Background: an optimization exercise with open tools, aiming at small area and a short achievable clock period. Do not read the settings as production practice.
At most, simulation tests tie the RTL to the original design; equivalence was not proved.
Power and IR drop assume default switching activity.

Setup of v6:
==> module adv_timer, before the edit <==
module adv_timer (
   input  logic        clk_i,
   input  logic        reset_i,
   input  logic        rst_dly_i,   
   input  logic [7:0]  presc_i,
   input  logic        saw_i,
   input  logic [15:0] start_i,
   input  logic [15:0] end_i,
   input  logic [15:0] comp0_i,
   input  logic [2:0]  op0_i,
   input  logic [15:0] comp1_i,
   input  logic [2:0]  op1_i,
   input  logic [3:0]  cmd_i,       
   output logic [15:0] count_nxt_o,
   output logic        end_o,
   output logic [1:0]  pwm_o
);
   logic cmd_start, cmd_stop, cmd_rst, cmd_update;
   assign {cmd_update, cmd_rst, cmd_stop, cmd_start} = cmd_i;
   logic [7:0]  a_presc;
   logic        a_saw;
   logic [15:0] a_start, a_end, a_comp0, a_comp1;
   logic [2:0]  a_op0, a_op1;
   logic        a_load;
   assign a_load = cmd_update || rst_dly_i;
   always_ff @(posedge clk_i) begin
      if (a_load) begin
         a_presc <= presc_i;
         a_saw   <= saw_i;
         a_start <= start_i;
         a_comp0 <= comp0_i;
         a_op0   <= op0_i;
         a_comp1 <= comp1_i;
         a_op1   <= op1_i;
      end
   end
   always_ff @(posedge clk_i) a_end <= a_end_nxt;
   logic [7:0] a_presc_nxt;
   assign a_presc_nxt = a_load ? presc_i : a_presc;
   logic run_q, run_nxt;
   assign run_nxt = !reset_i && !cmd_stop && (cmd_start || run_q);
   always_ff @(posedge clk_i) run_q <= run_nxt;
   logic [7:0]  presc_q, presc_inc;
   logic        tick_q;
   logic [15:0] count_q;
   logic        dir_q, step_q, end_q;
   logic [7:0]  presc_nxt;
   logic        tick_nxt;
   assign presc_inc = presc_q + 8'd1;
   assign presc_nxt = (rst_dly_i || cmd_rst || (run_q && tick_q)) ? 8'd0 :
                      run_q ? presc_inc : presc_q;
   assign tick_nxt  = run_nxt && (presc_nxt >= a_presc_nxt);
   always_ff @(posedge clk_i) begin
      presc_q <= presc_nxt;
      tick_q  <= tick_nxt;
   end
   logic        a_saw_nxt;
   logic [15:0] a_end_nxt;
   logic        at_end_q, down_q;
   assign a_saw_nxt = a_load ? saw_i : a_saw;
   assign a_end_nxt = a_load ? end_i : a_end;
   logic [15:0] dstep, pm_mask, cnt_pm, cnt_base, tgt, x;
   logic        pm_at_tgt, wrap;
   logic        dir_nxt, end_nxt;
   assign dstep = count_q ^ {16{down_q}};    
   assign tgt   = down_q ? a_start : a_end;
   assign x     = count_q ^ tgt;
   always_comb begin
      pm_mask[0] = 1'b1;
      for (int i = 1; i < 16; i++) pm_mask[i] = pm_mask[i-1] && dstep[i-1];
      pm_at_tgt = x[0];
      for (int i = 1; i < 16; i++) pm_at_tgt = pm_at_tgt && (x[i] == (x[i-1] && dstep[i-1]));
   end
   assign cnt_pm = count_q ^ pm_mask;    
   assign wrap   = !down_q && at_end_q;
   assign cnt_base    = tick_q ? cnt_pm : count_q;
   assign count_nxt_o = rst_dly_i ? 16'd0 :
                        (cmd_rst || (tick_q && wrap)) ? a_start : cnt_base;
   always_comb begin
      dir_nxt = dir_q;
      if (rst_dly_i || cmd_rst) dir_nxt = 1'b0;
      else if (tick_q) begin
         if (a_saw)       dir_nxt = 1'b0;
         else if (!dir_q) dir_nxt = !at_end_q && pm_at_tgt;
         else             dir_nxt = !pm_at_tgt;
      end
   end
   assign end_nxt = !reset_i && !cmd_rst && tick_q && (down_q ? pm_at_tgt : at_end_q);
   always_ff @(posedge clk_i) begin
      count_q  <= count_nxt_o;
      dir_q    <= dir_nxt;
      down_q   <= dir_nxt && !a_saw_nxt;
      at_end_q <= (count_nxt_o == a_end_nxt);
      step_q   <= !reset_i && !cmd_rst && tick_q;
      end_q    <= end_nxt;
   end
   assign end_o = end_q;
   timer_compare u_cmp0 (
      .clk_i   (clk_i),
      .reset_i (reset_i),
      .step_i  (step_q),
      .end_i   (end_q),
      .count_i (count_q),
      .comp_i  (a_comp0),
      .op_i    (a_op0),
      .pwm_o   (pwm_o[0])
   );
   timer_compare u_cmp1 (
      .clk_i   (clk_i),
      .reset_i (reset_i),
      .step_i  (step_q),
      .end_i   (end_q),
      .count_i (count_q),
      .comp_i  (a_comp1),
      .op_i    (a_op1),
      .pwm_o   (pwm_o[1])
   );
endmodule
clock: 7.0 ns
lec_check: 0
abc_area: 1
cap_margin: 20
core_margin: 2
core_utilization: 60
cts_cluster_diameter: 100
cts_cluster_size: 25
setup_slack_margin: 4.4
slew_margin: 20
run.sh (not shown) runs the stock make flow with config.mk's settings and CLKGATE_MAP_FILE= SYNTH_SCRIPT=/design/flow/synth_recipe.tcl, a recipe that flattens the netlist after the stock synthesis.
Here is what was changed in the inputs of v7 compared with v6.
--- a/flow/design.v
+++ b/flow/design.v
@@ -154,13 +154,22 @@
       for (int i = 1; i < 16; i++) pm_mask[i] = pm_mask[i-1] && dstep[i-1];
       pm_at_tgt = x[0];
       for (int i = 1; i < 16; i++) pm_at_tgt = pm_at_tgt && (x[i] == (x[i-1] && dstep[i-1]));
    end
-   assign cnt_pm = count_q ^ pm_mask;    
+   logic [15:0] stepm, y;
+   logic        ls, at_end_nxt;
+   assign stepm  = pm_mask & {16{tick_q}};    
+   assign cnt_pm = count_q ^ stepm;           
    assign wrap   = !down_q && at_end_q;
-   assign cnt_base    = tick_q ? cnt_pm : count_q;
-   assign count_nxt_o = rst_dly_i ? 16'd0 :
-                        (cmd_rst || (tick_q && wrap)) ? a_start : cnt_base;
+   assign ls     = cmd_rst || (tick_q && wrap);
+   assign cnt_base    = cnt_pm;
+   assign count_nxt_o = rst_dly_i ? 16'd0 : ls ? a_start : cnt_base;
+   assign y = count_q ^ a_end_nxt;
+   always_comb begin
+      if (rst_dly_i) at_end_nxt = (a_end_nxt == 16'd0);
+      else if (ls)   at_end_nxt = (a_start == a_end_nxt);
+      else           at_end_nxt = (y == stepm);
+   end
    always_comb begin
       dir_nxt = dir_q;
       if (rst_dly_i || cmd_rst) dir_nxt = 1'b0;
       else if (tick_q) begin
@@ -173,9 +182,9 @@
    always_ff @(posedge clk_i) begin
       count_q  <= count_nxt_o;
       dir_q    <= dir_nxt;
       down_q   <= dir_nxt && !a_saw_nxt;
-      at_end_q <= (count_nxt_o == a_end_nxt);
+      at_end_q <= at_end_nxt;
       step_q   <= !reset_i && !cmd_rst && tick_q;
       end_q    <= end_nxt;
    end
    assign end_o = end_q;
[summary]
v6 ran to completion and came out clean on the timing, DRC and antenna checks.
v7: no failed stages, no open violations at the end
v6 → v7: combined global-route utilization of all metal layers saw an increase, sequential fraction of the synthesis area saw little to no change, first-pass detailed-route iteration total saw a decrease, synthesized area divided by synthesized cell count saw an increase, arrival time reported for the critical path endpoint saw an increase.
Logic gate share of total power: v7 vs v6 up 2.0 points
v6 leaves more setup margin than v7.
The RTL of v7 was laid out without a check of its function.

## static timing again, ports no longer ideal
The results above use ideal ports. As a check the final layouts listed here were re-extracted and re-timed, cells and wires unchanged. Step 1 assumes that a clkbuf_16 drives the clock port and a buf_2 every other input. Step 2 adds t to the input delays and takes it off the output delays; t is the mean of the earliest and latest rising clock arrival at the registers after step 1. Input paths then give back, and output paths get back, about the clock's delay inside the block. Slacks: ideal ports / drivers / drivers and shift; pairs: ideal ports / drivers.
run | t, ns | slack for setup (ns) | clock arrival spread, ns | worst data-port slew with drivers (ns) | pins driven straight from the clock port
v6 | 0.683 | 4.184 / 4.184 / 3.598 | 0.041 / 0.041 | 0.05 | 1
v7 | 0.685 | 4.155 / 4.155 / 3.700 | 0.026 / 0.027 | 0.04 | 1
After both steps setup and hold are still met in every run listed. The setup slack of v6, which loses most, moves by 0.000 ns with the drivers and by -0.586 ns with both steps.
